Source: an optimization exercise on an open RTL-to-GDS flow (aim: small area and a short achievable clock period). Production flows keep margins and buffers that such runs may drop.
Only simulation tests tie the RTL to the original design; equivalence was not proved.
Power figures rest on the tool's default switching activity, not on a simulated workload.

### flow/design.v
package pipe_isa_pkg;
    localparam int xlen      = 64;   
    localparam int reg_idx_w = 5;    
    localparam int dw_offset = 3;    
    typedef logic [reg_idx_w-1:0] reg_idx_t;
    typedef enum logic [2:0] {
        ic_nop    = 3'd0,    
        ic_alu    = 3'd1,
        ic_load   = 3'd2,
        ic_store  = 3'd3,
        ic_branch = 3'd4
    } iclass_e;
    typedef enum logic [2:0] {
        alu_add = 3'd0,
        alu_sub = 3'd1,
        alu_and = 3'd2,
        alu_or  = 3'd3,
        alu_xor = 3'd4,
        alu_sll = 3'd5,
        alu_srl = 3'd6,
        alu_slt = 3'd7       
    } alu_op_e;
endpackage
package pipe_stage_pkg;
    localparam int xlen      = 64;
    localparam int reg_idx_w = 5;
    localparam int addr_w    = 4;     
    localparam int pre_lvls  = 2;     
    typedef struct packed {
        logic                 reg_write_en;
        logic                 mem_write;
        logic                 mem_read;
        logic                 branch;
        logic                 sel_sum;     
        logic                 sel_shr;     
        logic                 sel_shl;     
        logic                 sel_slt;
        logic                 sel_p;       
        logic                 cin;         
        logic                 sgn_diff;    
        logic                 a_sgn;       
        logic [3:0]           shamt_hi;    
        logic [xlen-1:0]      p;           
        logic [xlen-1:0]      g;           
        logic [addr_w-1:0]    addr;        
        logic [reg_idx_w-1:0] rd;
    } id_ex_t;
    typedef struct packed {
        logic                 reg_write_en;
        logic                 mem_write;
        logic                 mem_read;
        logic                 taken;
        logic [xlen-1:0]      value;       
        logic [addr_w-1:0]    addr;
        logic [reg_idx_w-1:0] rd;
    } ex_mem_t;
    typedef struct packed {
        logic              reg_write_en;
        logic [reg_idx_w-1:0] rd;
        logic [xlen-1:0]   value;
    } wb_t;
endpackage
module issue_stage
(
    input  logic            clk,
    input  logic            reset,
    input  pipe_isa_pkg::iclass_e         iclass,
    input  pipe_isa_pkg::alu_op_e         alu_op,
    input  logic [pipe_isa_pkg::xlen-1:0] op_a,
    input  logic [pipe_isa_pkg::xlen-1:0] op_b,
    input  logic [pipe_isa_pkg::xlen-1:0] store_data,
    input  pipe_isa_pkg::reg_idx_t        rd,
    output pipe_stage_pkg::id_ex_t        id_ex
);
    localparam int xlen = pipe_isa_pkg::xlen;
    localparam int nlvl = pipe_stage_pkg::pre_lvls;
    logic is_alu, is_load, is_store, is_branch;
    logic op_add, op_sub, op_and, op_or, op_xor, op_sll, op_srl, op_slt;
    logic inv, shift;
    logic [xlen-1:0] bb, pp, a_rev, sh_in, sh_lo, p_val;
    logic [xlen-1:0] g0, g_pre;
    logic [6:0]      ea;         
    assign is_alu    = (iclass == pipe_isa_pkg::ic_alu);
    assign is_load   = (iclass == pipe_isa_pkg::ic_load);
    assign is_store  = (iclass == pipe_isa_pkg::ic_store);
    assign is_branch = (iclass == pipe_isa_pkg::ic_branch);
    assign op_add    = is_alu & (alu_op == pipe_isa_pkg::alu_add);
    assign op_sub    = is_alu & (alu_op == pipe_isa_pkg::alu_sub);
    assign op_and    = is_alu & (alu_op == pipe_isa_pkg::alu_and);
    assign op_or     = is_alu & (alu_op == pipe_isa_pkg::alu_or);
    assign op_xor    = is_alu & (alu_op == pipe_isa_pkg::alu_xor);
    assign op_sll    = is_alu & (alu_op == pipe_isa_pkg::alu_sll);
    assign op_srl    = is_alu & (alu_op == pipe_isa_pkg::alu_srl);
    assign op_slt    = is_alu & (alu_op == pipe_isa_pkg::alu_slt);
    assign inv       = op_sub | op_slt;
    assign shift     = op_sll | op_srl;
    assign ea        = op_a[6:0] + op_b[6:0];
    assign bb = inv ? ~op_b : op_b;
    assign pp = op_a ^ bb;
    assign g0 = (op_a & bb) | {{(xlen-1){1'b0}}, pp[0] & inv};     
    always_comb begin : prefix
        logic [xlen-1:0] g, p, gn, pn;
        g = g0;
        p = pp;
        for (int l = 1; l <= nlvl; l++) begin
            gn = g;
            pn = p;
            for (int i = (1 << (l - 1)); i < xlen; i++) begin
                gn[i] = g[i] | (p[i] & g[i - (1 << (l - 1))]);
                pn[i] = p[i] & p[i - (1 << (l - 1))];
            end
            g = gn;
            p = pn;
        end
        g_pre = g;
    end
    always_comb begin
        for (int i = 0; i < xlen; i++) a_rev[i] = op_a[xlen-1-i];
    end
    assign sh_in = op_sll ? a_rev : op_a;
    assign sh_lo = sh_in >> op_b[1:0];
    always_comb begin
        if (is_store)    p_val = store_data;
        else if (op_and) p_val = op_a & op_b;
        else if (op_or)  p_val = op_a | op_b;
        else if (op_xor) p_val = op_a ^ op_b;
        else if (shift)  p_val = sh_lo;
        else             p_val = pp;
    end
    always_ff @(posedge clk or posedge reset) begin
        if (reset) begin
            id_ex.reg_write_en <= 1'b0;
            id_ex.mem_write    <= 1'b0;
            id_ex.branch       <= 1'b0;
        end else begin
            id_ex.reg_write_en <= (is_alu | is_load) & (rd != '0);
            id_ex.mem_write    <= is_store;
            id_ex.branch       <= is_branch;
        end
    end
    always_ff @(posedge clk) begin
        id_ex.mem_read <= is_load;
        id_ex.sel_sum  <= op_add | op_sub;
        id_ex.sel_shr  <= op_srl;
        id_ex.sel_shl  <= op_sll;
        id_ex.sel_slt  <= op_slt;
        id_ex.sel_p    <= op_and | op_or | op_xor | is_store;
        id_ex.cin      <= inv;
        id_ex.sgn_diff <= op_a[xlen-1] ^ op_b[xlen-1];
        id_ex.a_sgn    <= op_a[xlen-1];
        id_ex.shamt_hi <= op_b[5:2];
        id_ex.p        <= p_val;
        id_ex.g        <= g_pre;
        id_ex.addr     <= ea[6:3];
        id_ex.rd       <= rd;
    end
endmodule
module execute_stage
(
    input  pipe_stage_pkg::id_ex_t  id_ex,
    output pipe_stage_pkg::ex_mem_t ex_in
);
    localparam int xlen = pipe_isa_pkg::xlen;
    localparam int nlvl = pipe_stage_pkg::pre_lvls;
    localparam int span = 1 << nlvl;
    logic [xlen-1:0] pgrp, gfull, carry, sum, shr, shl, alu_res;
    logic            lt;
    function automatic logic [xlen-1:0] prefix_g(input logic [xlen-1:0] g_in,
                                                 input logic [xlen-1:0] p_in,
                                                 input int from);
        logic [xlen-1:0] g, p, gn, pn;
        g = g_in;
        p = p_in;
        for (int l = from + 1; l <= 6; l++) begin
            gn = g;
            pn = p;
            for (int i = (1 << (l - 1)); i < xlen; i++) begin
                gn[i] = g[i] | (p[i] & g[i - (1 << (l - 1))]);
                pn[i] = p[i] & p[i - (1 << (l - 1))];
            end
            g = gn;
            p = pn;
        end
        prefix_g = g;
    endfunction
    always_comb begin
        for (int i = 0; i < xlen; i++) begin
            pgrp[i] = 1'b1;
            for (int j = 0; j < span; j++) begin
                if (i - j >= 0) pgrp[i] = pgrp[i] & id_ex.p[i-j];
            end
        end
    end
    assign gfull = prefix_g(id_ex.g, pgrp, nlvl);
    assign carry = {gfull[xlen-2:0], id_ex.cin};
    assign sum   = id_ex.p ^ carry;
    assign lt = id_ex.sgn_diff ? id_ex.a_sgn : sum[xlen-1];
    assign shr = id_ex.p >> {id_ex.shamt_hi, 2'b00};
    always_comb begin
        for (int i = 0; i < xlen; i++) shl[i] = shr[xlen-1-i];
    end
    assign alu_res = ({xlen{id_ex.sel_sum}} & sum)
                   | ({xlen{id_ex.sel_shr}} & shr)
                   | ({xlen{id_ex.sel_shl}} & shl)
                   | ({xlen{id_ex.sel_p}}   & id_ex.p)
                   | {{(xlen-1){1'b0}}, id_ex.sel_slt & lt};
    always_comb begin
        ex_in.reg_write_en = id_ex.reg_write_en;
        ex_in.mem_write    = id_ex.mem_write;
        ex_in.mem_read     = id_ex.mem_read;
        ex_in.taken        = id_ex.branch & (id_ex.p == '0);     
        ex_in.value        = alu_res;
        ex_in.addr         = id_ex.addr;
        ex_in.rd           = id_ex.rd;
    end
endmodule
module ex_mem_reg
(
    input  logic    clk,
    input  logic    reset,
    input  pipe_stage_pkg::ex_mem_t ex_in,
    output pipe_stage_pkg::ex_mem_t ex_mem
);
    always_ff @(posedge clk or posedge reset) begin
        if (reset) begin
            ex_mem.reg_write_en <= 1'b0;
            ex_mem.mem_write    <= 1'b0;
            ex_mem.taken        <= 1'b0;
        end else begin
            ex_mem.reg_write_en <= ex_in.reg_write_en;
            ex_mem.mem_write    <= ex_in.mem_write;
            ex_mem.taken        <= ex_in.taken;
        end
    end
    always_ff @(posedge clk) begin
        ex_mem.mem_read <= ex_in.mem_read;
        ex_mem.value    <= ex_in.value;
        ex_mem.addr     <= ex_in.addr;
        ex_mem.rd       <= ex_in.rd;
    end
endmodule
module mem_stage
(
    input  logic    clk,
    input  logic    reset,
    input  pipe_stage_pkg::ex_mem_t ex_mem,
    output pipe_stage_pkg::wb_t     wb,
    output logic    branch_taken
);
    logic [pipe_isa_pkg::xlen-1:0] dmem [16];
    logic [15:0]                   rsel;      
    logic [pipe_isa_pkg::xlen-1:0] rdata;
    always_ff @(posedge clk) begin
        if (ex_mem.mem_write) begin
            dmem[ex_mem.addr] <= ex_mem.value;
        end
    end
    always_comb begin
        rdata = '0;
        for (int w = 0; w < 16; w++) begin
            rsel[w] = ex_mem.mem_read & (ex_mem.addr == w);
            rdata   = rdata | ({pipe_isa_pkg::xlen{rsel[w]}} & dmem[w]);
        end
    end
    always_ff @(posedge clk or posedge reset) begin
        if (reset) begin
            wb.reg_write_en <= 1'b0;
            branch_taken    <= 1'b0;
        end else begin
            wb.reg_write_en <= ex_mem.reg_write_en;
            branch_taken    <= ex_mem.taken;
        end
    end
    always_ff @(posedge clk) begin
        wb.rd    <= ex_mem.rd;
        wb.value <= rdata | ex_mem.value;
    end
endmodule
module exec_pipe_top
#(
    parameter int dmem_depth = 16     
)
(
    input  logic            clk,
    input  logic            reset,
    input  pipe_isa_pkg::iclass_e         iclass,
    input  pipe_isa_pkg::alu_op_e         alu_op,
    input  logic [pipe_isa_pkg::xlen-1:0] op_a,
    input  logic [pipe_isa_pkg::xlen-1:0] op_b,
    input  logic [pipe_isa_pkg::xlen-1:0] store_data,
    input  pipe_isa_pkg::reg_idx_t        rd,
    output pipe_stage_pkg::wb_t             wb,
    output logic            branch_taken
);
    pipe_stage_pkg::id_ex_t  id_ex;      
    pipe_stage_pkg::ex_mem_t ex_in;      
    pipe_stage_pkg::ex_mem_t ex_mem;     
    issue_stage u_issue (
        .clk        (clk),
        .reset      (reset),
        .iclass     (iclass),
        .alu_op     (alu_op),
        .op_a       (op_a),
        .op_b       (op_b),
        .store_data (store_data),
        .rd         (rd),
        .id_ex      (id_ex)
    );
    execute_stage u_execute (
        .id_ex (id_ex),
        .ex_in (ex_in)
    );
    ex_mem_reg u_ex_mem (
        .clk    (clk),
        .reset  (reset),
        .ex_in  (ex_in),
        .ex_mem (ex_mem)
    );
    mem_stage u_mem (
        .clk          (clk),
        .reset        (reset),
        .ex_mem       (ex_mem),
        .wb           (wb),
        .branch_taken (branch_taken)
    );
endmodule
### flow/run.sh
#!/bin/bash
# synth_recipe.tcl (not shown) runs the flow's synth.tcl, then flattens the netlist and writes it again
# the make line also repeats each setting of config.mk as NAME=value (left out here)
make -C /OpenROAD-flow-scripts/flow DESIGN_CONFIG=/design/flow/config.mk WORK_HOME=/design/flow/orfs CLKGATE_MAP_FILE= SYNTH_SCRIPT=/design/flow/synth_recipe.tcl finish
### flow/config.mk
export PLATFORM = sky130hd
export DESIGN_NAME = exec_pipe_top
export DESIGN_NICKNAME = exec_pipe_top
export VERILOG_FILES = /design/flow/design.v
export SDC_FILE = /design/flow/constraint.sdc
export NUM_CORES = 4
export LEC_CHECK = 0
export ABC_CLOCK_PERIOD_IN_PS = 2500
export CAP_MARGIN = 30
export CORE_MARGIN = 2
export CORE_UTILIZATION = 35
export SETUP_SLACK_MARGIN = 3.5
export SLEW_MARGIN = 20
### flow/constraint.sdc
create_clock -name core_clock -period 6.0 [get_ports {clk}]
set_input_delay 1.2000 -clock core_clock [delete_from_list [all_inputs] [get_ports {clk}]]
set_output_delay 1.2000 -clock core_clock [all_outputs]
set_load 0.01 [all_outputs]
==> run summary, run 1 <==
status=no timing/DRC/antenna violations; Die Area=168000 um2; most frequent cell after synthesis=edfxtp_1; Worst Setup End Kind=register; port bufs=275; Final min period=2.75 ns; post-synthesis register bit count=1324; Critical Path Fanout Max=3; ranking of synthesized cells by area=edfxtp_1 (53%), dfxtp_1 (10%), mux2i_1 (4.5%), ha_1 (4.1%), a221oi_1 (2.8%); Setup violations, final=0; max_cap viols=0; Post-Syn Area=57700 um2; share of cells above drive strength 1=20.1%; Setup Skew=0.0367 ns; first-pass GRT wire length=290000 um; worst-margin pin slew=0.932 ns; Mean Syn Cell Area=13.3 um2; RD Place Congestion=0.964; vias in the first global route=40308; post-synth top area share=53.3%; Tot Pwr=22.2 mW; TritonRoute pass-1 iters=9; Worst Hold Depth=0; NetSw=5.68 mW; Startpoint Class=register; DRT antenna net count=0; fin crit share=45.9%; GRT Total Usage=23.6%; total gr overflow=0; DR vias/cell=5.94; R2R depth=8; Sw Share=25.6%; hold crit path type=reg -> reg; routed len/inst=29.4 um; fmax=364 MHz; Slew Viols, Final=0; Place WS=1.67 ns; CP arrival=3.36 ns; TritonCTS Buffers=142; WHS=0.315 ns; initial antenna violation count=16; CTS max path bufs=3; most common flop cell mapped by yosys=edfxtp_1; Post-synth EDFFs=1024; core area=163000 um2; Final HPWL DP=119000 um; FILL cells=14655; sequential-to-total area share from yosys stat=63.8%; RSZ-0062 raised after global routing=yes; clock share of power=39.6%; routed via count=41828; Setup CP Type=reg -> reg; Worst Setup Slack, final=3.25 ns; htree depth=4; clock-pin slew on the worst setup and hold paths=0.06 ns; Hold Vio Cnt, Final=0; internal power=16.5 mW; yosys synthesis warning count=4; die span in y=410 um; clock sinks=1324; worst-skew pair later-pin latency=0.77 ns; Nets=5140; sequential power share=48.7%; Row Count=148; maximum vdd drop=0.213 mV; post-synthesis cell count=4327; Initial Utilization=35.4%; area delta synth->final=24.1%; die width=410 um; largest area contributor in the netlist=edfxtp_1; DRT Wirelength=207000 um; residual DRC count=0; net count after synthesis=4722; largest net degree at the start of global routing=127; Pleak=27.6 nW; critical path data required time=6.61 ns; pwr/cell area=310 nW/um2; Rel. slew slack=37.8%; Root Buffer=clkbuf_16; combinational share of power=11.7%; Final Core Density=43.9%; max reg flops=1024; Fin Setup TNS=0 ns; CTS tree=done; Top Ports=276; Async S/R FF share, synth=0.604%; count of cell types in the netlist=87; final instance area=71600 um2; commonest cells in the synthesized netlist=edfxtp_1 (1024), a21oi_1 (295), dfxtp_1 (292); dpl cells=6578; Layout Cells excl Fill=7036; Cell Area, Placed=63200 um2; detailed router's first-iteration violation count=5416
-- cell usage in the layout, fill, tap and decap left out, types with 32 or more instances in the layout --
| cell | synthesis | routed |
|---|---|---|
| a222oi_1 | 133 | 133 |
| a221oi_2 | 0 | 33 |
| buf_6 | 4 | 36 |
| a21oi_1 | 295 | 260 |
| clkdlybuf4s50_1 | 0 | 190 |
| o21ai_0 | 184 | 117 |
| a22oi_1 | 82 | 81 |
| buf_2 | 49 | 74 |
| nor2_1 | 210 | 177 |
| nand2_1 | 185 | 175 |
| dfxtp_1 | 292 | 230 |
| inv_1 | 188 | 186 |
| o21ai_1 | 23 | 64 |
| a221oi_1 | 182 | 149 |
| mux2i_2 | 0 | 44 |
| nand4_1 | 98 | 98 |
| a22o_1 | 155 | 155 |
| edfxtp_1 | 1024 | 1024 |
| clkbuf_1 | 199 | 33 |
| a211o_1 | 37 | 32 |
| and3_1 | 40 | 39 |
| buf_4 | 7 | 196 |
| xnor2_1 | 87 | 83 |
| ha_1 | 190 | 189 |
| clkbuf_16 | 0 | 155 |
| mux2i_1 | 262 | 188 |
-- path summary, 6_finish.rpt --
check / from / to / slack, ns
max in group asynchronous: reset / u_ex_mem.ex_mem[75] / 5.02
min: u_ex_mem.ex_mem[1] / u_mem.wb[65] / 0.31
min reg2reg: u_ex_mem.ex_mem[1] / u_mem.wb[65] / 0.31
min in group asynchronous: reset / u_mem.wb[69] / 0.71
max: u_issue.id_ex[23] / u_ex_mem.ex_mem[72] / 3.25
max reg2reg: u_issue.id_ex[23] / u_ex_mem.ex_mem[72] / 3.25
-- cells by family after synthesis --
| kind of cell | count (synthesis) | synth area share [%] |
|---|---|---|
| DFF | 1324 | 63.8 |
| AOI/OAI and AO/OA | 1237 | 15.6 |
| and+or+nand+nor | 685 | 5.77 |
| buffers and inverters | 493 | 3.65 |
| muxes | 289 | 5.42 |
| adders and majority gates | 190 | 4.12 |
| xor gates and xnor gates | 109 | 1.65 |
-- critical path, cell delays in order (launching register included) --
cell       delay, ns
dfxtp_1         0.35
nor3_1          0.29
o21ai_2         0.15
nand4_1         0.23
a2111oi_4       0.13
o41ai_4         0.52
o221ai_2        0.22
or3_1           0.34
a31o_2          0.34
-- power groups by stage --
stage                     logic (mW)  clock network, mW  registers [mW]
after floorplan                 1.31                  0            10.7
after global placement          2.05                  0            11.0
after detailed placement        2.07                  0            11.0
after CTS                       2.35               8.94            10.8
after global routing            2.73               9.28            10.8
final                           2.59               8.80            10.8
-- what timing repair did --
action                     in CTS  in global routing
gates resized for setup       620                245
cloned                         17                  7
setup buffers                 120                 54
setup endpoints to repair     830                276
pin swaps                      58                 81
hold buffers                    0                  0
-- final cells by class --
class | count | area (um2) | share of cell area, %
Sequential cell | 1324 | 37000 | 51.6
Multi-Input combinational cell | 2512 | 20700 | 28.8
Timing Repair Buffer | 572 | 5810 | 8.11
Clock buffer | 199 | 4080 | 5.69
Tap cell | 2175 | 2720 | 3.80
Inverter | 191 | 762 | 1.06
Clock inverter | 58 | 611 | 0.853
Timing Repair inverter | 2 | 17.5 | 0.0245
Antenna cell | 3 | 7.51 | 0.0105
-- metal layers --
layer	part of all wire (%)	track usage [%]
met3	8.9	4.35
met1	39	30.9
met2	47	38.2
met5	0.050	0
met4	5.0	10.1
==> run 2, diff against run 1 <==
--- a/flow/design.v
+++ b/flow/design.v
@@ -30,15 +30,13 @@
         logic                 reg_write_en;
         logic                 mem_write;
         logic                 mem_read;
-        logic                 branch;
+        logic                 taken;       
         logic                 sel_sum;     
-        logic                 sel_shr;     
-        logic                 sel_shl;     
-        logic                 sel_slt;
-        logic                 sel_p;       
+        logic                 sel_sh;      
+        logic                 rev;         
         logic                 cin;         
-        logic                 sgn_diff;    
-        logic                 a_sgn;       
+        logic                 slt_one;     
+        logic                 slt_same;    
         logic [3:0]           shamt_hi;    
         logic [xlen-1:0]      p;           
         logic [xlen-1:0]      g;           
@@ -50,6 +48,9 @@
         logic                 mem_write;
         logic                 mem_read;
         logic                 taken;
+        logic                 rev;         
+        logic                 slt_bit;     
+        logic [1:0]           shamt_top;   
         logic [xlen-1:0]      value;       
         logic [addr_w-1:0]    addr;
         logic [reg_idx_w-1:0] rd;
@@ -76,8 +77,10 @@
     localparam int nlvl = pipe_stage_pkg::pre_lvls;
     logic is_alu, is_load, is_store, is_branch;
     logic op_add, op_sub, op_and, op_or, op_xor, op_sll, op_srl, op_slt;
-    logic inv, shift;
-    logic [xlen-1:0] bb, pp, a_rev, sh_in, sh_lo, p_val;
+    logic shift;
+    logic inv_d, sll_d;          
+    logic [xlen-1:0] alu_val;
+    logic [xlen-1:0] bb, pp, ga, a_rev, sh_in, sh_lo, p_val;
     logic [xlen-1:0] g0, g_pre;
     logic [6:0]      ea;         
     assign is_alu    = (iclass == pipe_isa_pkg::ic_alu);
@@ -92,12 +95,14 @@
     assign op_sll    = is_alu & (alu_op == pipe_isa_pkg::alu_sll);
     assign op_srl    = is_alu & (alu_op == pipe_isa_pkg::alu_srl);
     assign op_slt    = is_alu & (alu_op == pipe_isa_pkg::alu_slt);
-    assign inv       = op_sub | op_slt;
+    assign inv_d     = (alu_op == pipe_isa_pkg::alu_sub) | (alu_op == pipe_isa_pkg::alu_slt);
+    assign sll_d     = (alu_op == pipe_isa_pkg::alu_sll);
     assign shift     = op_sll | op_srl;
     assign ea        = op_a[6:0] + op_b[6:0];
-    assign bb = inv ? ~op_b : op_b;
+    assign bb = op_b ^ {xlen{inv_d}};
     assign pp = op_a ^ bb;
-    assign g0 = (op_a & bb) | {{(xlen-1){1'b0}}, pp[0] & inv};     
+    assign ga = op_a & bb;
+    assign g0 = ga | {{(xlen-1){1'b0}}, pp[0] & inv_d};     
     always_comb begin : prefix
         logic [xlen-1:0] g, p, gn, pn;
         g = g0;
@@ -117,38 +122,39 @@
     always_comb begin
         for (int i = 0; i < xlen; i++) a_rev[i] = op_a[xlen-1-i];
     end
-    assign sh_in = op_sll ? a_rev : op_a;
+    assign sh_in = sll_d ? a_rev : op_a;
     assign sh_lo = sh_in >> op_b[1:0];
     always_comb begin
-        if (is_store)    p_val = store_data;
-        else if (op_and) p_val = op_a & op_b;
-        else if (op_or)  p_val = op_a | op_b;
-        else if (op_xor) p_val = op_a ^ op_b;
-        else if (shift)  p_val = sh_lo;
-        else             p_val = pp;
+        case (alu_op)
+            pipe_isa_pkg::alu_and: alu_val = ga;
+            pipe_isa_pkg::alu_or:  alu_val = pp | ga;
+            pipe_isa_pkg::alu_xor: alu_val = pp;
+            pipe_isa_pkg::alu_sll,
+            pipe_isa_pkg::alu_srl: alu_val = sh_lo;
+            default:               alu_val = pp;
+        endcase
     end
+    assign p_val = is_store ? store_data : alu_val;
     always_ff @(posedge clk or posedge reset) begin
         if (reset) begin
             id_ex.reg_write_en <= 1'b0;
             id_ex.mem_write    <= 1'b0;
-            id_ex.branch       <= 1'b0;
+            id_ex.taken        <= 1'b0;
         end else begin
             id_ex.reg_write_en <= (is_alu | is_load) & (rd != '0);
             id_ex.mem_write    <= is_store;
-            id_ex.branch       <= is_branch;
+            id_ex.taken        <= is_branch & (op_a == op_b);     
         end
     end
     always_ff @(posedge clk) begin
         id_ex.mem_read <= is_load;
         id_ex.sel_sum  <= op_add | op_sub;
-        id_ex.sel_shr  <= op_srl;
-        id_ex.sel_shl  <= op_sll;
-        id_ex.sel_slt  <= op_slt;
-        id_ex.sel_p    <= op_and | op_or | op_xor | is_store;
-        id_ex.cin      <= inv;
-        id_ex.sgn_diff <= op_a[xlen-1] ^ op_b[xlen-1];
-        id_ex.a_sgn    <= op_a[xlen-1];
-        id_ex.shamt_hi <= op_b[5:2];
+        id_ex.sel_sh   <= shift | op_and | op_or | op_xor | is_store;
+        id_ex.rev      <= op_sll;
+        id_ex.cin      <= inv_d;
+        id_ex.slt_one  <= op_slt & op_a[xlen-1] & ~op_b[xlen-1];
+        id_ex.slt_same <= op_slt & (op_a[xlen-1] == op_b[xlen-1]);
+        id_ex.shamt_hi <= shift ? op_b[5:2] : 4'd0;
         id_ex.p        <= p_val;
         id_ex.g        <= g_pre;
         id_ex.addr     <= ea[6:3];
@@ -163,7 +169,7 @@
     localparam int xlen = pipe_isa_pkg::xlen;
     localparam int nlvl = pipe_stage_pkg::pre_lvls;
     localparam int span = 1 << nlvl;
-    logic [xlen-1:0] pgrp, gfull, carry, sum, shr, shl, alu_res;
+    logic [xlen-1:0] pgrp, gfull, carry, sum, shr, alu_res;
     logic            lt;
     function automatic logic [xlen-1:0] prefix_g(input logic [xlen-1:0] g_in,
                                                  input logic [xlen-1:0] p_in,
@@ -194,21 +200,18 @@
     assign gfull = prefix_g(id_ex.g, pgrp, nlvl);
     assign carry = {gfull[xlen-2:0], id_ex.cin};
     assign sum   = id_ex.p ^ carry;
-    assign lt = id_ex.sgn_diff ? id_ex.a_sgn : sum[xlen-1];
-    assign shr = id_ex.p >> {id_ex.shamt_hi, 2'b00};
-    always_comb begin
-        for (int i = 0; i < xlen; i++) shl[i] = shr[xlen-1-i];
-    end
+    assign lt = id_ex.slt_one | (id_ex.slt_same & ~carry[xlen-1]);
+    assign shr = id_ex.p >> {id_ex.shamt_hi[1:0], 2'b00};
     assign alu_res = ({xlen{id_ex.sel_sum}} & sum)
-                   | ({xlen{id_ex.sel_shr}} & shr)
-                   | ({xlen{id_ex.sel_shl}} & shl)
-                   | ({xlen{id_ex.sel_p}}   & id_ex.p)
-                   | {{(xlen-1){1'b0}}, id_ex.sel_slt & lt};
+                   | ({xlen{id_ex.sel_sh}}  & shr);
     always_comb begin
         ex_in.reg_write_en = id_ex.reg_write_en;
         ex_in.mem_write    = id_ex.mem_write;
         ex_in.mem_read     = id_ex.mem_read;
-        ex_in.taken        = id_ex.branch & (id_ex.p == '0);     
+        ex_in.taken        = id_ex.taken;
+        ex_in.rev          = id_ex.rev;
+        ex_in.slt_bit      = lt;
+        ex_in.shamt_top    = id_ex.shamt_hi[3:2];
         ex_in.value        = alu_res;
         ex_in.addr         = id_ex.addr;
         ex_in.rd           = id_ex.rd;
@@ -233,7 +236,10 @@
         end
     end
     always_ff @(posedge clk) begin
-        ex_mem.mem_read <= ex_in.mem_read;
+        ex_mem.mem_read  <= ex_in.mem_read;
+        ex_mem.rev       <= ex_in.rev;
+        ex_mem.slt_bit   <= ex_in.slt_bit;
+        ex_mem.shamt_top <= ex_in.shamt_top;
         ex_mem.value    <= ex_in.value;
         ex_mem.addr     <= ex_in.addr;
         ex_mem.rd       <= ex_in.rd;
@@ -250,6 +256,7 @@
     logic [pipe_isa_pkg::xlen-1:0] dmem [16];
     logic [15:0]                   rsel;      
     logic [pipe_isa_pkg::xlen-1:0] rdata;
+    logic [pipe_isa_pkg::xlen-1:0] shifted, result;
     always_ff @(posedge clk) begin
         if (ex_mem.mem_write) begin
             dmem[ex_mem.addr] <= ex_mem.value;
@@ -262,6 +269,12 @@
             rdata   = rdata | ({pipe_isa_pkg::xlen{rsel[w]}} & dmem[w]);
         end
     end
+    assign shifted = ex_mem.value >> {ex_mem.shamt_top, 4'b0000};
+    always_comb begin
+        for (int i = 0; i < pipe_isa_pkg::xlen; i++) begin
+            result[i] = ex_mem.rev ? shifted[pipe_isa_pkg::xlen-1-i] : shifted[i];
+        end
+    end
     always_ff @(posedge clk or posedge reset) begin
         if (reset) begin
             wb.reg_write_en <= 1'b0;
@@ -273,7 +286,7 @@
     end
     always_ff @(posedge clk) begin
         wb.rd    <= ex_mem.rd;
-        wb.value <= rdata | ex_mem.value;
+        wb.value <= rdata | result | {{(pipe_isa_pkg::xlen-1){1'b0}}, ex_mem.slt_bit};
     end
 endmodule
 module exec_pipe_top
==> flow/flow/run.sh (new file) <==
#!/bin/bash
# The standard ORFS layout (the standard.sh, standard synthesis unchanged)
# with two changes to how the layout is made:
#  - port buffers are buf_2 cells instead of the default delay-buffer pick;
#  - timing repair may resize a cell to any footprint (MATCH_CELL_FOOTPRINT=0).
# All of make's output goes to flow_make.log here; ORFS keeps its per-step logs
# under orfs/logs.
set -uo pipefail
bash standard.sh MATCH_CELL_FOOTPRINT=0 \
    "BUFFER_PORTS_ARGS=-buffer_cell sky130_fd_sc_hd__buf_2" \
    finish > flow_make.log 2>&1
status=$?
tail -20 flow_make.log
exit $status
==> flow/standard.sh (new file) <==
#!/bin/bash
# synth_recipe.tcl (not shown) runs the flow's synth.tcl, then flattens the netlist and writes it again
# the make line also repeats each setting of config.mk as NAME=value (left out here)
make -C /OpenROAD-flow-scripts/flow DESIGN_CONFIG=/design/flow/config.mk WORK_HOME=/design/flow/orfs CLKGATE_MAP_FILE= SYNTH_SCRIPT=/design/flow/synth_recipe.tcl "${@:-finish}"
--- a/flow/config.mk
+++ b/flow/config.mk
@@ -8,6 +8,8 @@
 export ABC_CLOCK_PERIOD_IN_PS = 2500
 export CAP_MARGIN = 30
 export CORE_MARGIN = 2
-export CORE_UTILIZATION = 35
+export CORE_UTILIZATION = 55
+export CTS_CLUSTER_DIAMETER = 100
+export CTS_CLUSTER_SIZE = 30
 export SETUP_SLACK_MARGIN = 3.5
 export SLEW_MARGIN = 20
removed: flow/run.sh
==> run 2 against run 1 <==
Effect of this change: still clean on timing, DRC and antenna; routed wire length increased by 7.0%; global-route usage up 17 points; design area decreased by 4.0%; cell count shrank 11%; largest cell class unchanged; highest routed layer unchanged.
==> run summary, run 2 <==
largest net degree at the start of global routing=65; Reg area=37000 um2; Row Count=118; residual DRC count=0; Initial Utilization=55.4%; Slew Viols, Final=0; Sw Share=27.9%; maximum vdd drop=0.238 mV; clock share of power=25.3%; Die Area=107000 um2; count of cell types in the netlist=80; fmax=361 MHz; TritonRoute pass-1 iters=7; internal power=13.3 mW; net count after synthesis=4807; R2R setup slack=3.37 ns; crit path from=alu_op[2]; fin crit share=46.1%; Startpoint Class=primary input; critical path data required time=6.63 ns; Async S/R FF share, synth=0.603%; RD Place Congestion=1.08; CTS max path bufs=3; Top Ports=276; Worst Setup End Kind=register; clock sinks=1326; max reg flops=1024; Reg2Reg Launch Point=u_issue.id_ex[24]; detailed router's first-iteration violation count=6392; post-synth top area share=53.6%; commonest non-fill, non-tap cell in the layout=edfxtp_1; worst-margin pin slew=1.01 ns; Critical Path Fanout Max=8; status=no timing/DRC/antenna violations; die width=327 um; Setup Skew=0.0451 ns; Post-synth EDFFs=1024; RSZ-0062 raised after global routing=yes; Final Core Density=66.4%; pwr/cell area=268 nW/um2; Setup CP Type=in -> reg; area delta synth->final=20.0%; htree depth=2; worst-skew pair later-pin latency=0.71 ns; Hold Vio Cnt, Final=0; hold crit path type=reg -> reg; Fin Setup TNS=0 ns; post-synthesis cell count=4468; FILL cells=7460; worst r2r dst=u_ex_mem.ex_mem[69]; combinational share of power=16.5%; DR vias/cell=6.86; total gr overflow=0; Rel. slew slack=32.5%; CP arrival=3.39 ns; routed len/inst=35.3 um; Final HPWL DP=133000 um; port bufs=275; yosys synthesis warning count=4; Nets=5179; sequential-to-total area share from yosys stat=64.3%; routed via count=42984; most frequent cell after synthesis=edfxtp_1; Root Buffer=clkbuf_16; Pleak=26.0 nW; multi-input logic area=22700 um2; post-synthesis register bit count=1326; max_cap viols=0; sequential power share=58.1%; DRT Wirelength=221000 um; Final min period=2.77 ns; TritonCTS Buffers=53; DRT antenna net count=0; CTS tree=done; commonest cells in the synthesized netlist=edfxtp_1 (1024), nand2_1 (437), a22oi_1 (342); R2R depth=10; GRT Total Usage=40.1%; most frequent cells in the layout=edfxtp_1 (1024), nand2_1 (427), a22oi_1 (342); share of cells above drive strength 1=26.9%; most common flop cell mapped by yosys=edfxtp_1; initial antenna violation count=11; worst setup path endpoint=u_issue.id_ex[83]; core area=103000 um2; vias in the first global route=40449; largest area contributor in the netlist=edfxtp_1; ranking of synthesized cells by area=edfxtp_1 (54%), dfxtp_1 (10%), a22oi_1 (4.5%), mux2i_1 (3.0%), ha_1 (2.9%); Setup violations, final=0; Mean Syn Cell Area=12.8 um2; clock-pin slew on the worst setup and hold paths=0.11 ns; die span in y=327 um; first-pass GRT wire length=304000 um; Post-Syn Area=57300 um2; NetSw=5.15 mW
-- run 2: changes by cell type after synthesis, moves of 56 or more --
cell      delta
a22o_1     -117
a221oi_1    -77
a222oi_1    -62
nand2_1    +252
o21ai_0     +81
nand2b_1    +59
mux2i_1     -91
a22oi_1    +260
ha_1        -56
-- run 2: cells by family (layout without fill, tap and decap cells) --
logic type	after synthesis	after routing	share of synthesized area (%)
buffers and inverters	449	855	3.13
adders and majority gates	134	134	2.92
xor gates and xnor gates	158	158	2.41
muxes	228	228	4.89
other	0	3	0
DFF	1326	1326	64.3
and+or+nand+nor	922	932	7.53
AOI/OAI and AO/OA	1251	1251	14.9
-- run 2: critical path, stage by stage --
cell and delay, ns:
buf_16 0.13, buf_12 0.15, nor2b_4 0.14, nor2_4 0.13
buf_6 0.16, nand2_8 0.11, buf_12 0.20, buf_12 0.13
xnor2_4 0.14, ha_2 0.24, nand2b_1 0.09, a21oi_2 0.16
a221oi_2 0.05, nand2_1 0.11, o21ai_0 0.08, a21oi_1 0.16
-- run 2: final cells by class --
class	instances	share of cell area [%]
diodes	3	0.0109
clock buffers	89	2.16
clock inverters	10	0.282
inverters	152	0.886
multi-input cells	2703	33.1
flip-flops and latches	1326	53.8
well taps	1380	2.51
repair buffers	604	7.31
-- run 2: worst min path at each step --
| stage | end | start | slack, ns | depth (start not counted) |
|---|---|---|---|---|
| after floorplan | u_ex_mem.ex_mem[0] | u_issue.id_ex[0] | 0.31 | 0 |
| after global routing | u_ex_mem.ex_mem[78] | u_issue.id_ex[148] | 0.34 | 0 |
| final | u_ex_mem.ex_mem[78] | u_issue.id_ex[148] | 0.34 | 0 |
| after detailed placement | u_ex_mem.ex_mem[2] | u_issue.id_ex[2] | 0.31 | 0 |
| after CTS | u_ex_mem.ex_mem[2] | u_issue.id_ex[2] | 0.34 | 0 |
| after global placement | u_mem.wb[65] | u_ex_mem.ex_mem[1] | 0.31 | 0 |
-- run 2: per-layer routing --
| metal | vias to the layer above | global-route usage [%] | routed length [um] |
|---|---|---|---|
| li1 | 17872 | - | - |
| met1 | 21280 | 52.4 | 78700 |
| met2 | 3187 | 63.4 | 102000 |
| met3 | 625 | 7.04 | 23700 |
| met4 | 20 | 23.6 | 16800 |
| met5 | - | 0 | 129 |
-- run 2: what timing repair did --
item                                    4_1_cts  5_1_grt
gates resized for setup                     499      421
endpoints found under the setup margin      480      255
cloned                                       23        0
hold buffers                                  0        0
setup buffers                               146       54
pin swaps                                   116      146
-- run 2: power by group through the flow --
stage	sequential (mW)	clock, mW	combinational, mW
after global placement	10.9	0	2.11
after detailed placement	10.9	0	2.12
after CTS	10.7	4.67	2.58
after global routing	10.8	4.97	3.18
after floorplan	10.6	0	1.37
final	10.7	4.67	3.05
-- run 2: through the flow --
stage               area (um2)  std cells  hold WS, ns  power (mW)  setup slack (ns)
detailed placement       60700       5939        0.312        13.1              1.43
global route             68800       6264        0.339        18.9              3.20
floorplan                57600       4468        0.310        12.0              2.83
global placement         60500       5928        0.309        13.0              1.44
finish                   68800       6267        0.335        18.4              3.23
CTS                      66200       6207        0.337        18.0              3.33
==> run 3, diff against run 2 <==
--- a/flow/design.v
+++ b/flow/design.v
@@ -25,21 +25,24 @@
     localparam int xlen      = 64;
     localparam int reg_idx_w = 5;
     localparam int addr_w    = 4;     
-    localparam int pre_lvls  = 2;     
+    localparam int blk       = 4;     
+    localparam int nblk      = xlen / blk;
     typedef struct packed {
         logic                 reg_write_en;
         logic                 mem_write;
         logic                 mem_read;
-        logic                 taken;       
+        logic                 branch;
+        logic [7:0]           eq_part;     
         logic                 sel_sum;     
         logic                 sel_sh;      
         logic                 rev;         
         logic                 cin;         
         logic                 slt_one;     
         logic                 slt_same;    
-        logic [3:0]           shamt_hi;    
+        logic [5:0]           shamt;       
         logic [xlen-1:0]      p;           
         logic [xlen-1:0]      g;           
+        logic [nblk-1:0]      bp;          
         logic [addr_w-1:0]    addr;        
         logic [reg_idx_w-1:0] rd;
     } id_ex_t;
@@ -51,6 +54,7 @@
         logic                 rev;         
         logic                 slt_bit;     
         logic [1:0]           shamt_top;   
+        logic [15:0]          rsel;        
         logic [xlen-1:0]      value;       
         logic [addr_w-1:0]    addr;
         logic [reg_idx_w-1:0] rd;
@@ -74,14 +78,16 @@
     output pipe_stage_pkg::id_ex_t        id_ex
 );
     localparam int xlen = pipe_isa_pkg::xlen;
-    localparam int nlvl = pipe_stage_pkg::pre_lvls;
+    localparam int blk  = pipe_stage_pkg::blk;
+    localparam int nblk = pipe_stage_pkg::nblk;
     logic is_alu, is_load, is_store, is_branch;
     logic op_add, op_sub, op_and, op_or, op_xor, op_sll, op_srl, op_slt;
     logic shift;
     logic inv_d, sll_d;          
     logic [xlen-1:0] alu_val;
-    logic [xlen-1:0] bb, pp, ga, a_rev, sh_in, sh_lo, p_val;
+    logic [xlen-1:0] bb, pp, ga, a_rev, sh_in, p_val;
     logic [xlen-1:0] g0, g_pre;
+    logic [nblk-1:0] bp_pre;
     logic [6:0]      ea;         
     assign is_alu    = (iclass == pipe_isa_pkg::ic_alu);
     assign is_load   = (iclass == pipe_isa_pkg::ic_load);
@@ -95,7 +101,7 @@
     assign op_sll    = is_alu & (alu_op == pipe_isa_pkg::alu_sll);
     assign op_srl    = is_alu & (alu_op == pipe_isa_pkg::alu_srl);
     assign op_slt    = is_alu & (alu_op == pipe_isa_pkg::alu_slt);
-    assign inv_d     = (alu_op == pipe_isa_pkg::alu_sub) | (alu_op == pipe_isa_pkg::alu_slt);
+    assign inv_d     = alu_op[0];
     assign sll_d     = (alu_op == pipe_isa_pkg::alu_sll);
     assign shift     = op_sll | op_srl;
     assign ea        = op_a[6:0] + op_b[6:0];
@@ -104,33 +110,23 @@
     assign ga = op_a & bb;
     assign g0 = ga | {{(xlen-1){1'b0}}, pp[0] & inv_d};     
     always_comb begin : prefix
-        logic [xlen-1:0] g, p, gn, pn;
-        g = g0;
-        p = pp;
-        for (int l = 1; l <= nlvl; l++) begin
-            gn = g;
-            pn = p;
-            for (int i = (1 << (l - 1)); i < xlen; i++) begin
-                gn[i] = g[i] | (p[i] & g[i - (1 << (l - 1))]);
-                pn[i] = p[i] & p[i - (1 << (l - 1))];
-            end
-            g = gn;
-            p = pn;
+        for (int i = 0; i < xlen; i++) begin
+            g_pre[i] = g0[i - (i % blk)];
+            for (int k = i - (i % blk) + 1; k <= i; k++) g_pre[i] = g0[k] | (pp[k] & g_pre[i]);
         end
-        g_pre = g;
+        for (int k = 0; k < nblk; k++) bp_pre[k] = &pp[k*blk +: blk];
     end
     always_comb begin
         for (int i = 0; i < xlen; i++) a_rev[i] = op_a[xlen-1-i];
     end
     assign sh_in = sll_d ? a_rev : op_a;
-    assign sh_lo = sh_in >> op_b[1:0];
     always_comb begin
         case (alu_op)
             pipe_isa_pkg::alu_and: alu_val = ga;
-            pipe_isa_pkg::alu_or:  alu_val = pp | ga;
+            pipe_isa_pkg::alu_or:  alu_val = op_a | op_b;
             pipe_isa_pkg::alu_xor: alu_val = pp;
             pipe_isa_pkg::alu_sll,
-            pipe_isa_pkg::alu_srl: alu_val = sh_lo;
+            pipe_isa_pkg::alu_srl: alu_val = sh_in;
             default:               alu_val = pp;
         endcase
     end
@@ -139,11 +135,11 @@
         if (reset) begin
             id_ex.reg_write_en <= 1'b0;
             id_ex.mem_write    <= 1'b0;
-            id_ex.taken        <= 1'b0;
+            id_ex.branch       <= 1'b0;
         end else begin
             id_ex.reg_write_en <= (is_alu | is_load) & (rd != '0);
             id_ex.mem_write    <= is_store;
-            id_ex.taken        <= is_branch & (op_a == op_b);     
+            id_ex.branch       <= is_branch;
         end
     end
     always_ff @(posedge clk) begin
@@ -154,11 +150,13 @@
         id_ex.cin      <= inv_d;
         id_ex.slt_one  <= op_slt & op_a[xlen-1] & ~op_b[xlen-1];
         id_ex.slt_same <= op_slt & (op_a[xlen-1] == op_b[xlen-1]);
-        id_ex.shamt_hi <= shift ? op_b[5:2] : 4'd0;
+        id_ex.shamt    <= shift ? op_b[5:0] : 6'd0;
         id_ex.p        <= p_val;
         id_ex.g        <= g_pre;
+        id_ex.bp       <= bp_pre;
         id_ex.addr     <= ea[6:3];
         id_ex.rd       <= rd;
+        for (int k = 0; k < 8; k++) id_ex.eq_part[k] <= (op_a[8*k +: 8] == op_b[8*k +: 8]);
     end
 endmodule
 module execute_stage
@@ -167,53 +165,59 @@
     output pipe_stage_pkg::ex_mem_t ex_in
 );
     localparam int xlen = pipe_isa_pkg::xlen;
-    localparam int nlvl = pipe_stage_pkg::pre_lvls;
-    localparam int span = 1 << nlvl;
-    logic [xlen-1:0] pgrp, gfull, carry, sum, shr, alu_res;
+    localparam int blk  = pipe_stage_pkg::blk;
+    localparam int nblk = pipe_stage_pkg::nblk;
+    logic [nblk-1:0] bcarry;     
+    logic [xlen-1:0] carry, sum, shr, alu_res;
     logic            lt;
-    function automatic logic [xlen-1:0] prefix_g(input logic [xlen-1:0] g_in,
-                                                 input logic [xlen-1:0] p_in,
-                                                 input int from);
-        logic [xlen-1:0] g, p, gn, pn;
-        g = g_in;
-        p = p_in;
-        for (int l = from + 1; l <= 6; l++) begin
+    always_comb begin : block_prefix
+        logic [nblk-1:0] g, p, gn, pn;
+        for (int k = 0; k < nblk; k++) g[k] = id_ex.g[k*blk + blk - 1];
+        p = id_ex.bp;
+        for (int d = 1; d < nblk; d = d * 2) begin
             gn = g;
             pn = p;
-            for (int i = (1 << (l - 1)); i < xlen; i++) begin
-                gn[i] = g[i] | (p[i] & g[i - (1 << (l - 1))]);
-                pn[i] = p[i] & p[i - (1 << (l - 1))];
+            for (int k = d; k < nblk; k++) begin
+                gn[k] = g[k] | (p[k] & g[k-d]);
+                pn[k] = p[k] & p[k-d];
             end
             g = gn;
             p = pn;
         end
-        prefix_g = g;
-    endfunction
-    always_comb begin
+        bcarry = g;
+    end
+    always_comb begin : bit_carry
+        logic pb;
         for (int i = 0; i < xlen; i++) begin
-            pgrp[i] = 1'b1;
-            for (int j = 0; j < span; j++) begin
-                if (i - j >= 0) pgrp[i] = pgrp[i] & id_ex.p[i-j];
+            if (i == 0) begin
+                carry[i] = id_ex.cin;
+            end else if (i % blk == 0) begin
+                carry[i] = bcarry[i/blk - 1];
+            end else if (i < blk) begin
+                carry[i] = id_ex.g[i-1];     
+            end else begin
+                pb = 1'b1;
+                for (int k = i - (i % blk); k < i; k++) pb = pb & id_ex.p[k];
+                carry[i] = id_ex.g[i-1] | (pb & bcarry[i/blk - 1]);
             end
         end
     end
-    assign gfull = prefix_g(id_ex.g, pgrp, nlvl);
-    assign carry = {gfull[xlen-2:0], id_ex.cin};
-    assign sum   = id_ex.p ^ carry;
+    assign sum = id_ex.p ^ carry;
     assign lt = id_ex.slt_one | (id_ex.slt_same & ~carry[xlen-1]);
-    assign shr = id_ex.p >> {id_ex.shamt_hi[1:0], 2'b00};
+    assign shr = id_ex.p >> id_ex.shamt[3:0];
     assign alu_res = ({xlen{id_ex.sel_sum}} & sum)
                    | ({xlen{id_ex.sel_sh}}  & shr);
     always_comb begin
         ex_in.reg_write_en = id_ex.reg_write_en;
         ex_in.mem_write    = id_ex.mem_write;
         ex_in.mem_read     = id_ex.mem_read;
-        ex_in.taken        = id_ex.taken;
+        ex_in.taken        = id_ex.branch & (&id_ex.eq_part);     
         ex_in.rev          = id_ex.rev;
         ex_in.slt_bit      = lt;
-        ex_in.shamt_top    = id_ex.shamt_hi[3:2];
+        ex_in.shamt_top    = id_ex.shamt[5:4];
         ex_in.value        = alu_res;
         ex_in.addr         = id_ex.addr;
+        for (int w = 0; w < 16; w++) ex_in.rsel[w] = id_ex.mem_read & (id_ex.addr == w);
         ex_in.rd           = id_ex.rd;
     end
 endmodule
@@ -240,6 +244,7 @@
         ex_mem.rev       <= ex_in.rev;
         ex_mem.slt_bit   <= ex_in.slt_bit;
         ex_mem.shamt_top <= ex_in.shamt_top;
+        ex_mem.rsel      <= ex_in.rsel;
         ex_mem.value    <= ex_in.value;
         ex_mem.addr     <= ex_in.addr;
         ex_mem.rd       <= ex_in.rd;
@@ -254,7 +259,6 @@
     output logic    branch_taken
 );
     logic [pipe_isa_pkg::xlen-1:0] dmem [16];
-    logic [15:0]                   rsel;      
     logic [pipe_isa_pkg::xlen-1:0] rdata;
     logic [pipe_isa_pkg::xlen-1:0] shifted, result;
     always_ff @(posedge clk) begin
@@ -265,8 +269,7 @@
     always_comb begin
         rdata = '0;
         for (int w = 0; w < 16; w++) begin
-            rsel[w] = ex_mem.mem_read & (ex_mem.addr == w);
-            rdata   = rdata | ({pipe_isa_pkg::xlen{rsel[w]}} & dmem[w]);
+            rdata = rdata | ({pipe_isa_pkg::xlen{ex_mem.rsel[w]}} & dmem[w]);
         end
     end
     assign shifted = ex_mem.value >> {ex_mem.shamt_top, 4'b0000};
--- a/flow/config.mk
+++ b/flow/config.mk
@@ -11,5 +11,6 @@
 export CORE_UTILIZATION = 55
 export CTS_CLUSTER_DIAMETER = 100
 export CTS_CLUSTER_SIZE = 30
-export SETUP_SLACK_MARGIN = 3.5
+export SETUP_SLACK_MARGIN = 3.6
 export SLEW_MARGIN = 20
+export TNS_END_PERCENT = 5
==> run 3 against run 2 <==
Effect of this change: maximum frequency rose by 5.2%; cell count is 12% lower; synthesized cell count shrank 12%; largest cell class unchanged; sequential power about the same; clock skew increased by 0.0016 ns; combinational power fell by 38%; clock power about the same; register-to-register slack better by 0.06 ns.
==> run summary, run 3 <==
fin crit share=43.9%; R2R depth=3; Simple-Gate Fraction of Synth Area=4.38%; RD Place Congestion=0.914; Largest delay share family, worst path=flip-flops; max_cap viols=0; fmax=380 MHz; critical path data required time=4.80 ns; share of cells above drive strength 1=13.8%; Final HPWL DP=112000 um; combinational share of power=10.8%; CTS max path bufs=3; Cell Area, Placed=59300 um2; DR vias/cell=6.81; internal power=13.0 mW; hold crit path type=reg -> reg; R2R setup slack=3.43 ns; clock-pin slew on the worst setup and hold paths=0.11 ns; core area=101000 um2; most frequent cells in the layout=edfxtp_1 (1024), dfxtp_1 (304), mux2i_1 (280); mux cell area share after synthesis=5.96%; count of cell types in the netlist=58; commonest non-fill, non-tap cell in the layout=edfxtp_1; hold wc startpoint=u_issue.id_ex[1]; post-synthesis cell count=3921; sequential-to-total area share from yosys stat=67.0%; most frequent cell after synthesis=edfxtp_1; ranking of synthesized cells by area=edfxtp_1 (55%), dfxtp_1 (12%), mux2i_1 (5.0%), a22o_1 (4.2%), ha_1 (3.3%); area delta synth->final=9.55%; Post-Syn Area=56100 um2; status=no timing/DRC/antenna violations; first-pass GRT wire length=260000 um; Place WS=2.28 ns; Setup Skew=0.0467 ns; final instance area=61500 um2; WP depth=1; commonest cells in the synthesized netlist=edfxtp_1 (1024), dfxtp_1 (333), mux2i_1 (280); CTS tree=done; die width=323 um; clock share of power=26.8%; detailed router's first-iteration violation count=4812; routed len/inst=33.7 um; Pleak=23.9 nW; worst r2r dst=u_mem.dmem[9][60]; Crit-path slowest cell=dfxtp_1; TritonCTS Buffers=54; worst-margin pin slew=1.02 ns; Final min period=2.63 ns; CP arrival=1.43 ns; Critical Path Fanout Max=1; Rel. slew slack=32.3%; clock sinks=1365; CP Cell Sequence=buf_2; Initial Utilization=55.3%; Worst Hold Depth=0; most common flop cell mapped by yosys=edfxtp_1; TritonRoute pass-1 iters=6; sequential power share=62.4%; pwr/cell area=284 nW/um2; largest net degree at the start of global routing=74; Async S/R FF share, synth=0.586%; Nets=4451; total gr overflow=0; max reg flops=1024; Hold Vio Cnt, Final=0; NetSw=4.44 mW; DRT antenna net count=0; Startpoint Class=register; largest family of logic cells by synthesized area=compound AO/OA/AOI/OAI gates; DRT Wirelength=186000 um; initial antenna violation count=8; largest area contributor in the netlist=edfxtp_1; GRT Total Usage=34.8%; vias in the first global route=36490; Slew Viols, Final=0; Sw Share=25.5%; Setup violations, final=0; maximum vdd drop=0.230 mV; routed via count=37509; post-synthesis register bit count=1365; WHS=0.322 ns; hold path endpoint=u_ex_mem.ex_mem[1]; htree depth=2; Mean Syn Cell Area=14.3 um2; Crit path buffers/inverters=1; Post-Synth Adder-Cell Area=3.32%; Max stage delay on crit path=0.54 ns; Compound-Gate Fraction of Synth Area=14.9%; RSZ-0062 raised after global routing=yes; Worst Setup End Kind=output port; Top Ports=276; Worst Setup Slack, final=3.37 ns; Setup CP Type=reg -> out; Reg2Reg Launch Point=u_ex_mem.ex_mem[5]; Row Count=117; Root Buffer=clkbuf_16; port bufs=275; xor/xnor cell area share of the yosys netlist=1.72%; worst-skew pair later-pin latency=0.68 ns; post-synth top area share=54.8%; net count after synthesis=4275; Tot Pwr=17.4 mW; yosys synthesis warning count=4; residual DRC count=0; Die Area=105000 um2; Fin Setup TNS=0 ns; die span in y=323 um; Post-synth EDFFs=1024
-- run 3: cell count changes after synthesis, sizes merged, moves of 38 or more --
cell    before  now
a221oi     105  209
a21o         9   74
xnor2       98   41
nand2      437  106
clkbuf     213  173
dfxtp      294  333
mux4        39    1
a22o        38  268
a21oi      285  111
o22ai        9   64
o21ai      269  100
a22oi      342   95
mux2i      171  280
nand2b      70   11
-- run 3: kinds of logic after synthesis --
kind of cell	Yosys count
buf+inv	398
simple gates	497
mux	327
flops	1365
compound gates	1075
xor+xnor	110
fa+ha+maj	149
-- run 3: final cells by class --
class / count / area, um2
fill: 7741 / 40000
sequential: 1365 / 37700
multi-input combinational: 2158 / 17300
timing repair buffer: 381 / 2620
tap: 1368 / 1710
clock buffer: 92 / 1540
inverter: 137 / 514
clock inverter: 7 / 120
antenna: 2 / 5.00
-- run 3: through the flow --
step | cells | utilization, %
2_1_floorplan | 3921 | -
3_3_place_gp | 5382 | 58.3
3_5_place_dp | 5388 | 58.4
4_1_cts | 5493 | 60.3
5_1_grt | 5508 | 60.6
6_report | 5510 | 60.6
-- run 3: repair_timing --
item,CTS,global route
gates cloned,3,0
endpoints found under the setup margin,488,367
hold buffers,0,0
pin swaps,3,9
gates resized for setup,30,35
buffers inserted,3,13
-- run 3: layer usage --
| metal | global-route usage, % | part of all wire [%] | vias up |
|---|---|---|---|
| met5 | 0 | 0.050 | - |
| met4 | 12.0 | 4.0 | 14 |
| met3 | 5.01 | 9.1 | 351 |
| met2 | 57.6 | 48 | 2238 |
| met1 | 47.2 | 39 | 19022 |
| li1 | - | - | 15884 |
-- run 3: power by group through the flow --
stage,Clock (mW),Sequential [mW],Combinational (mW)
floorplan,0,10.9,1.07
global placement,0,11.1,1.77
detailed placement,0,11.1,1.80
CTS,4.72,10.9,1.83
global route,5.01,10.9,2.02
finish,4.67,10.9,1.89
-- run 3: worst reg2reg max path: stages, from the launching register on --
cell and delay (ns):
dfxtp_1 0.64, nand2b_1 0.37, nor2_4 0.52, buf_4 0.63
-- run 3: worst max path at each step --
| stage | end | start | slack [ns] |
|---|---|---|---|
| 2_1_floorplan | u_issue.id_ex[100] | alu_op[0] | 3.01 |
| 3_3_place_gp | u_issue.id_ex[147] | alu_op[2] | 2.16 |
| 3_5_place_dp | u_issue.id_ex[147] | alu_op[2] | 2.28 |
| 4_1_cts | u_mem.wb[57] | u_ex_mem.ex_mem[90] | 3.28 |
| 5_1_grt | u_mem.dmem[9][60] | u_ex_mem.ex_mem[5] | 3.37 |
| 6_report | wb[2] | u_mem.wb[2] | 3.37 |
==> run 4, diff against run 3 <==
--- a/flow/config.mk
+++ b/flow/config.mk
@@ -11,6 +11,5 @@
 export CORE_UTILIZATION = 55
 export CTS_CLUSTER_DIAMETER = 100
 export CTS_CLUSTER_SIZE = 30
-export SETUP_SLACK_MARGIN = 3.6
+export SETUP_SLACK_MARGIN = 3.5
 export SLEW_MARGIN = 20
-export TNS_END_PERCENT = 5
==> run 4 against run 3 <==
Effect of this change: worst hold slack better by 0.012 ns; die area unchanged; register-to-register slack better by 0.02 ns; sequential power about the same; critical path type is now reg -> reg.
==> run summary, run 4 <==
status=no timing/DRC/antenna violations; clock sinks=1365; Die Area=105000 um2; Simple-Gate Fraction of Synth Area=4.38%; combinational share of power=11.1%; Layout Cells excl Fill=5542; DRT Wirelength=189000 um; Async S/R FF share, synth=0.586%; Mean Syn Cell Area=14.3 um2; post-synth top area share=54.8%; detailed router's first-iteration violation count=5364; net count after synthesis=4275; RSZ-0062 raised after global routing=yes; Row Count=117; die width=323 um; commonest cells in the synthesized netlist=edfxtp_1 (1024), dfxtp_1 (333), mux2i_1 (280); Worst Setup End Kind=register; GRT Total Usage=35.2%; most frequent cells in the layout=edfxtp_1 (1024), dfxtp_1 (288), mux2i_1 (279); sequential-to-total area share from yosys stat=67.0%; htree depth=2; fin crit share=42.5%; pwr/cell area=283 nW/um2; Setup CP Type=reg -> reg; routed via count=38001; maximum vdd drop=0.235 mV; commonest non-fill, non-tap cell in the layout=edfxtp_1; mux cell area share after synthesis=5.96%; Post-Synth Adder-Cell Area=3.32%; worst-skew pair later-pin latency=0.73 ns; largest area contributor in the netlist=edfxtp_1; Startpoint Class=register; Fin Setup TNS=0 ns; Top Ports=276; Critical Path Fanout Max=49; count of cell types in the netlist=58; R2R setup slack=3.45 ns; Max stage delay on crit path=0.68 ns; fmax=392 MHz; xor/xnor cell area share of the yosys netlist=1.72%; most common flop cell mapped by yosys=edfxtp_1; sequential power share=62.4%; largest family of logic cells by synthesized area=compound AO/OA/AOI/OAI gates; RD Place Congestion=0.931; FILL cells=7776; max_cap viols=0; vias in the first global route=36884; Setup violations, final=0; first-pass GRT wire length=264000 um; post-synthesis register bit count=1365; most frequent cell after synthesis=edfxtp_1; Crit-path slowest cell=a222oi_1; routed len/inst=34.1 um; Place WS=2.13 ns; core area=101000 um2; dpl cells=5404; Post-synth EDFFs=1024; initial antenna violation count=10; total gr overflow=0; yosys synthesis warning count=4; Worst Setup Slack, final=3.45 ns; NetSw=4.48 mW; Final HPWL DP=115000 um; Slew Viols, Final=0; CP Cell Sequence=buf_6 > mux2_2 > a222oi_1 > inv_2; Setup Skew=0.0462 ns; DRT antenna net count=0; Post-Syn Area=56100 um2; Nets=4481; Rel. slew slack=30.8%; ranking of synthesized cells by area=edfxtp_1 (55%), dfxtp_1 (12%), mux2i_1 (5.0%), a22o_1 (4.2%), ha_1 (3.3%); CTS tree=done; hold crit path type=reg -> reg; Root Buffer=clkbuf_16; largest net degree at the start of global routing=95; Tot Pwr=17.4 mW; residual DRC count=0; clock share of power=26.6%; worst-margin pin slew=1.03 ns; Pleak=24.0 nW; DR vias/cell=6.86; max reg flops=1024; Final min period=2.55 ns; Compound-Gate Fraction of Synth Area=14.9%; hold_buf cts=0; share of cells above drive strength 1=15.2%; area delta synth->final=9.91%; port bufs=275; internal power=13.0 mW; CP arrival=3.09 ns; Largest delay share family, worst path=buffers and inverters; TritonCTS Buffers=53; critical path data required time=6.53 ns; die span in y=323 um; Hold Vio Cnt, Final=0; Sw Share=25.7%; clock-pin slew on the worst setup and hold paths=0.12 ns; Initial Utilization=55.3%; CTS max path bufs=3; TritonRoute pass-1 iters=6; post-synthesis cell count=3921; Crit path buffers/inverters=2
## run 4: cell counts after synthesis
Identical to the previous run, type by type.
## run 4: layout make-up
type	count	area [um2]	area share, %
diodes	2	5.00	0.00811
clock buffers	91	1490	2.42
clock inverters	9	125	0.203
inverters	137	524	0.850
multi-input cells	2161	17400	28.1
flip-flops and latches	1365	37700	61.1
well taps	1368	1710	2.77
repair buffers	409	2770	4.50
## run 4: worst register-to-register path: stages, from the launching register on
cell	delay [ns]
dfxtp_4	0.56
buf_6	0.48
mux2_2	0.43
a222oi_1	0.68
inv_2	0.22
## run 4: cells by family after synthesis
kind of cell / count (synthesis)
AO/OA/AOI/OAI: 1075
multiplexers: 327
AND/OR/NAND/NOR: 497
buffers and inverters: 398
adder cells (fa/ha/maj): 149
flip-flops: 1365
XOR/XNOR: 110
## run 4: power groups by stage
stage | registers, mW | clock network (mW) | logic, mW
floorplan | 10.9 | 0 | 1.08
global placement | 11.1 | 0 | 1.80
global route | 10.9 | 4.98 | 2.05
finish | 10.9 | 4.63 | 1.93
detailed placement | 11.1 | 0 | 1.83
CTS | 10.9 | 4.67 | 1.87
## run 4: routing by layer
layer  global-route usage (%)  wire [um]
met1                     48.1      73800
met4                     12.1       7430
met3                     5.30      17600
met2                     57.9      89900
met5                        0         27
## run 4: path summary, 6_finish.rpt
kind,from,to,depth (start not counted)
min in group asynchronous,reset,u_issue.id_ex[173],2
max in group asynchronous,reset,u_mem.branch_taken,2
hold / removal,u_issue.id_ex[158],u_ex_mem.ex_mem[90],0
hold reg to reg,u_issue.id_ex[158],u_ex_mem.ex_mem[90],0
setup / recovery,u_issue.id_ex[155],u_ex_mem.ex_mem[12],4
setup reg to reg,u_issue.id_ex[155],u_ex_mem.ex_mem[12],4
## run 4: through the flow
| stage | hold slack [ns] | area (um2) | util, % |
|---|---|---|---|
| after global routing | 0.342 | 61700 | 60.8 |
| after floorplan | 0.310 | 56400 | - |
| final | 0.334 | 61700 | 60.8 |
| after CTS | 0.336 | 61400 | 60.5 |
| after global placement | 0.310 | 59300 | 58.4 |
| after detailed placement | 0.312 | 59400 | 58.5 |
## run 4: what timing repair did
| action | CTS | global route |
|---|---|---|
| endpoints found under the setup margin | 584 | 115 |
| gates resized for setup | 79 | 29 |
| hold endpoints to repair | 0 | 0 |
| buffers inserted | 16 | 15 |
| cloned | 1 | 4 |
| pin swaps | 11 | 5 |
==> run 5, diff against run 4 <==
==> flow/config.mk (replaced) <==
export PLATFORM = sky130hd
export DESIGN_NAME = exec_pipe_top
export DESIGN_NICKNAME = exec_pipe_top
export VERILOG_FILES = /design/flow/design.v
export SDC_FILE = /design/flow/constraint.sdc
export NUM_CORES = 4
export LEC_CHECK = 0
export CAP_MARGIN = 30
export CORE_MARGIN = 2
export CORE_UTILIZATION = 55
export CTS_CLUSTER_DIAMETER = 80
export CTS_CLUSTER_SIZE = 24
export SETUP_SLACK_MARGIN = 3.6
export SLEW_MARGIN = 20
==> run 5 against run 4 <==
Effect of this change: still clean; combinational power rose by 3%; design area grew 1.7%; clock skew shrank 0.0034 ns; routed wire length is 0.31% higher; critical path depth grew 4; area after synthesis unchanged; flip-flop and latch count did not move; worst setup slack improved by 0.13 ns; sequential power barely moved; count of clock-buffer cells in the layout rose by 26; via count grew 0.86%; cell count rose by 0.56%.
==> run summary, run 5 <==
FILL cells=7676; pwr/cell area=292 nW/um2; net count after synthesis=4275; final instance area=62700 um2; largest area contributor in the netlist=edfxtp_1; CP arrival=2.95 ns; DR vias/cell=6.88; Die Area=105000 um2; RD Place Congestion=0.931; most frequent cell after synthesis=edfxtp_1; Top Ports=276; WHS=0.313 ns; count of cell types in the netlist=58; Rel. slew slack=29.5%; clock sinks=1365; share of cells above drive strength 1=16.4%; Worst Hold Depth=0; vias in the first global route=37511; Initial Utilization=55.3%; Tot Pwr=18.3 mW; Setup CP Type=reg -> reg; yosys synthesis warning count=4; Async S/R FF share, synth=0.586%; post-synthesis register bit count=1365; CTS tree=done; Max stage delay on crit path=0.37 ns; area delta synth->final=11.7%; Final min period=2.42 ns; sequential power share=59.4%; worst-margin pin slew=1.06 ns; most frequent cells in the layout=edfxtp_1 (1024), mux2i_1 (279), dfxtp_1 (270); Worst Setup End Kind=register; post-synth top area share=54.8%; Fin Setup TNS=0 ns; DRT antenna net count=0; CP Cell Sequence=a211o_1 > a211o_4 > o21ai_4 > o21ai_4 > buf_4 > a211oi_1 > xnor2_1 > o2bb2ai_1; Sw Share=25.4%; most common flop cell mapped by yosys=edfxtp_1; detailed router's first-iteration violation count=5500; Slew Viols, Final=0; TritonCTS Buffers=70; residual DRC count=0; GRT Total Usage=35.7%; worst-skew pair later-pin latency=0.69 ns; ranking of synthesized cells by area=edfxtp_1 (55%), dfxtp_1 (12%), mux2i_1 (5.0%), a22o_1 (4.2%), ha_1 (3.3%); post-synthesis cell count=3921; Post-Syn Area=56100 um2; TritonRoute pass-1 iters=6; commonest cells in the synthesized netlist=edfxtp_1 (1024), dfxtp_1 (333), mux2i_1 (280); CTS max path bufs=3; fin crit share=40.4%; Post-synth EDFFs=1024; Startpoint Class=register; Pleak=24.4 nW; Hold Vio Cnt, Final=0; Crit-path slowest cell=dfxtp_4; Setup violations, final=0; Row Count=117; max_cap viols=0; RSZ-0062 raised after global routing=yes; core area=101000 um2; Final HPWL DP=113000 um; Mean Syn Cell Area=14.3 um2; fmax=413 MHz; Setup Skew=0.0428 ns; Root Buffer=clkbuf_16; most frequent CP cell=o21ai_4; critical path data required time=6.53 ns; combinational share of power=10.8%; routed len/inst=34.0 um; max reg flops=1024; R2R depth=8; maximum vdd drop=0.228 mV; total gr overflow=0; internal power=13.7 mW; NetSw=4.65 mW; port bufs=275; Nets=4499; clock share of power=29.8%; initial antenna violation count=7; clock-pin slew on the worst setup and hold paths=0.10 ns; die span in y=323 um; hold_buf cts=0; htree depth=3; hold crit path type=reg -> reg; Critical Path Fanout Max=4; die width=323 um; DRT Wirelength=189000 um; largest net degree at the start of global routing=82; status=no timing/DRC/antenna violations; commonest non-fill, non-tap cell in the layout=edfxtp_1; sequential-to-total area share from yosys stat=67.0%; first-pass GRT wire length=267000 um; routed via count=38329; Cell Area, Placed=59400 um2
-- run 5: cell counts after synthesis --
No cell type changed its count.
-- run 5: logic make-up after synthesis --
| group | synth area share (%) |
|---|---|
| flip-flops | 67.0 |
| AO/OA/AOI/OAI | 14.9 |
| AND/OR/NAND/NOR | 4.38 |
| buffers and inverters | 2.72 |
| multiplexers | 5.96 |
| adder cells (fa/ha/maj) | 3.32 |
| XOR/XNOR | 1.72 |
-- run 5: worst paths after layout --
| path | from | to | slack [ns] |
|---|---|---|---|
| worst max register to register | u_issue.id_ex[16] | u_ex_mem.ex_mem[67] | 3.58 |
| max in group asynchronous | reset | u_ex_mem.ex_mem[95] | 5.26 |
| worst min register to register | u_ex_mem.ex_mem[3] | u_mem.wb[67] | 0.31 |
| min in group asynchronous | reset | u_ex_mem.ex_mem[93] | 0.48 |
| worst max-delay path | u_issue.id_ex[16] | u_ex_mem.ex_mem[67] | 3.58 |
| worst min-delay path | u_ex_mem.ex_mem[3] | u_mem.wb[67] | 0.31 |
-- run 5: stage by stage --
stage	cells	utilization [%]	setup slack, ns
2_1_floorplan	3921	-	3.01
3_3_place_gp	5390	58.4	2.22
3_5_place_dp	5398	58.5	2.09
5_1_grt	5570	61.8	3.53
4_1_cts	5552	61.5	3.53
6_report	5573	61.8	3.58
-- run 5: layer usage --
metal | wire length [um] | share of wire [%] | global-route usage [%] | vias up
met3 | 18400 | 9.7 | 4.76 | 350
met5 | 13 | 0.0069 | 0 | -
met1 | 72400 | 38 | 48.0 | 19499
met4 | 7640 | 4.0 | 13.4 | 2
met2 | 90900 | 48 | 59.4 | 2444
li1 | - | - | - | 16034
-- run 5: power by group through the flow --
stage                     clock, mW  combinational (mW)  sequential [mW]
final                          5.45                1.98             10.9
after global routing           5.83                2.10             10.9
after CTS                      5.49                1.90             10.9
after detailed placement          0                1.82             11.1
after global placement            0                1.79             11.1
after floorplan                   0                1.08             10.9
-- run 5: worst max-delay path: cells and delay by family, from the launching register on --
| family | cells | cell delay (ns) |
|---|---|---|
| AOI/OAI and AO/OA | 6 | 1.48 |
| DFF | 1 | 0.37 |
| xor gates and xnor gates | 1 | 0.24 |
| buffers and inverters | 1 | 0.17 |
-- run 5: area by class of cell --
cell class,instances,area [um2],area share [%]
well taps,1368,1710,2.73
flip-flops and latches,1365,37700,60.2
inverters,137,524,0.836
clock inverters,12,174,0.277
repair buffers,411,3060,4.88
clock buffers,117,2010,3.21
diodes,3,7.51,0.0120
multi-input cells,2160,17500,27.9
-- run 5: what timing repair did --
action                                 in CTS  in global routing
pin swaps                                  18                 13
setup buffers                              22                 13
resized for setup                         170                 30
gates cloned                                3                  2
setup endpoints to repair                 790                298
endpoints found under the hold margin       0                  0

==> afterwards: timing with drivers on the ports <==
The results above use ideal ports. As a check the final layouts listed here were re-extracted and re-timed, cells and wires unchanged. Step 1: set_driving_cell puts a clkbuf_16 on clk and a buf_2 on each other input, an assumption about the parent block. Step 2, shift: input delay + t, output delay - t, t = (earliest + latest rising clock arrival at the registers) / 2. This alone moves slack from input paths to output paths. Three values: ideal ports, drivers, drivers and shift; two values: the first two.
run	t, ns	slack for setup (ns)
run 1	0.821	3.249 / 3.249 / 2.688
run 2	0.766	3.232 / 3.078 / 2.312
run 3	0.736	3.368 / 3.295 / 2.842
run 4	0.775	3.449 / 3.405 / 2.630
run 5	0.738	3.577 / 3.494 / 2.755
After both steps every run listed still meets setup and hold.
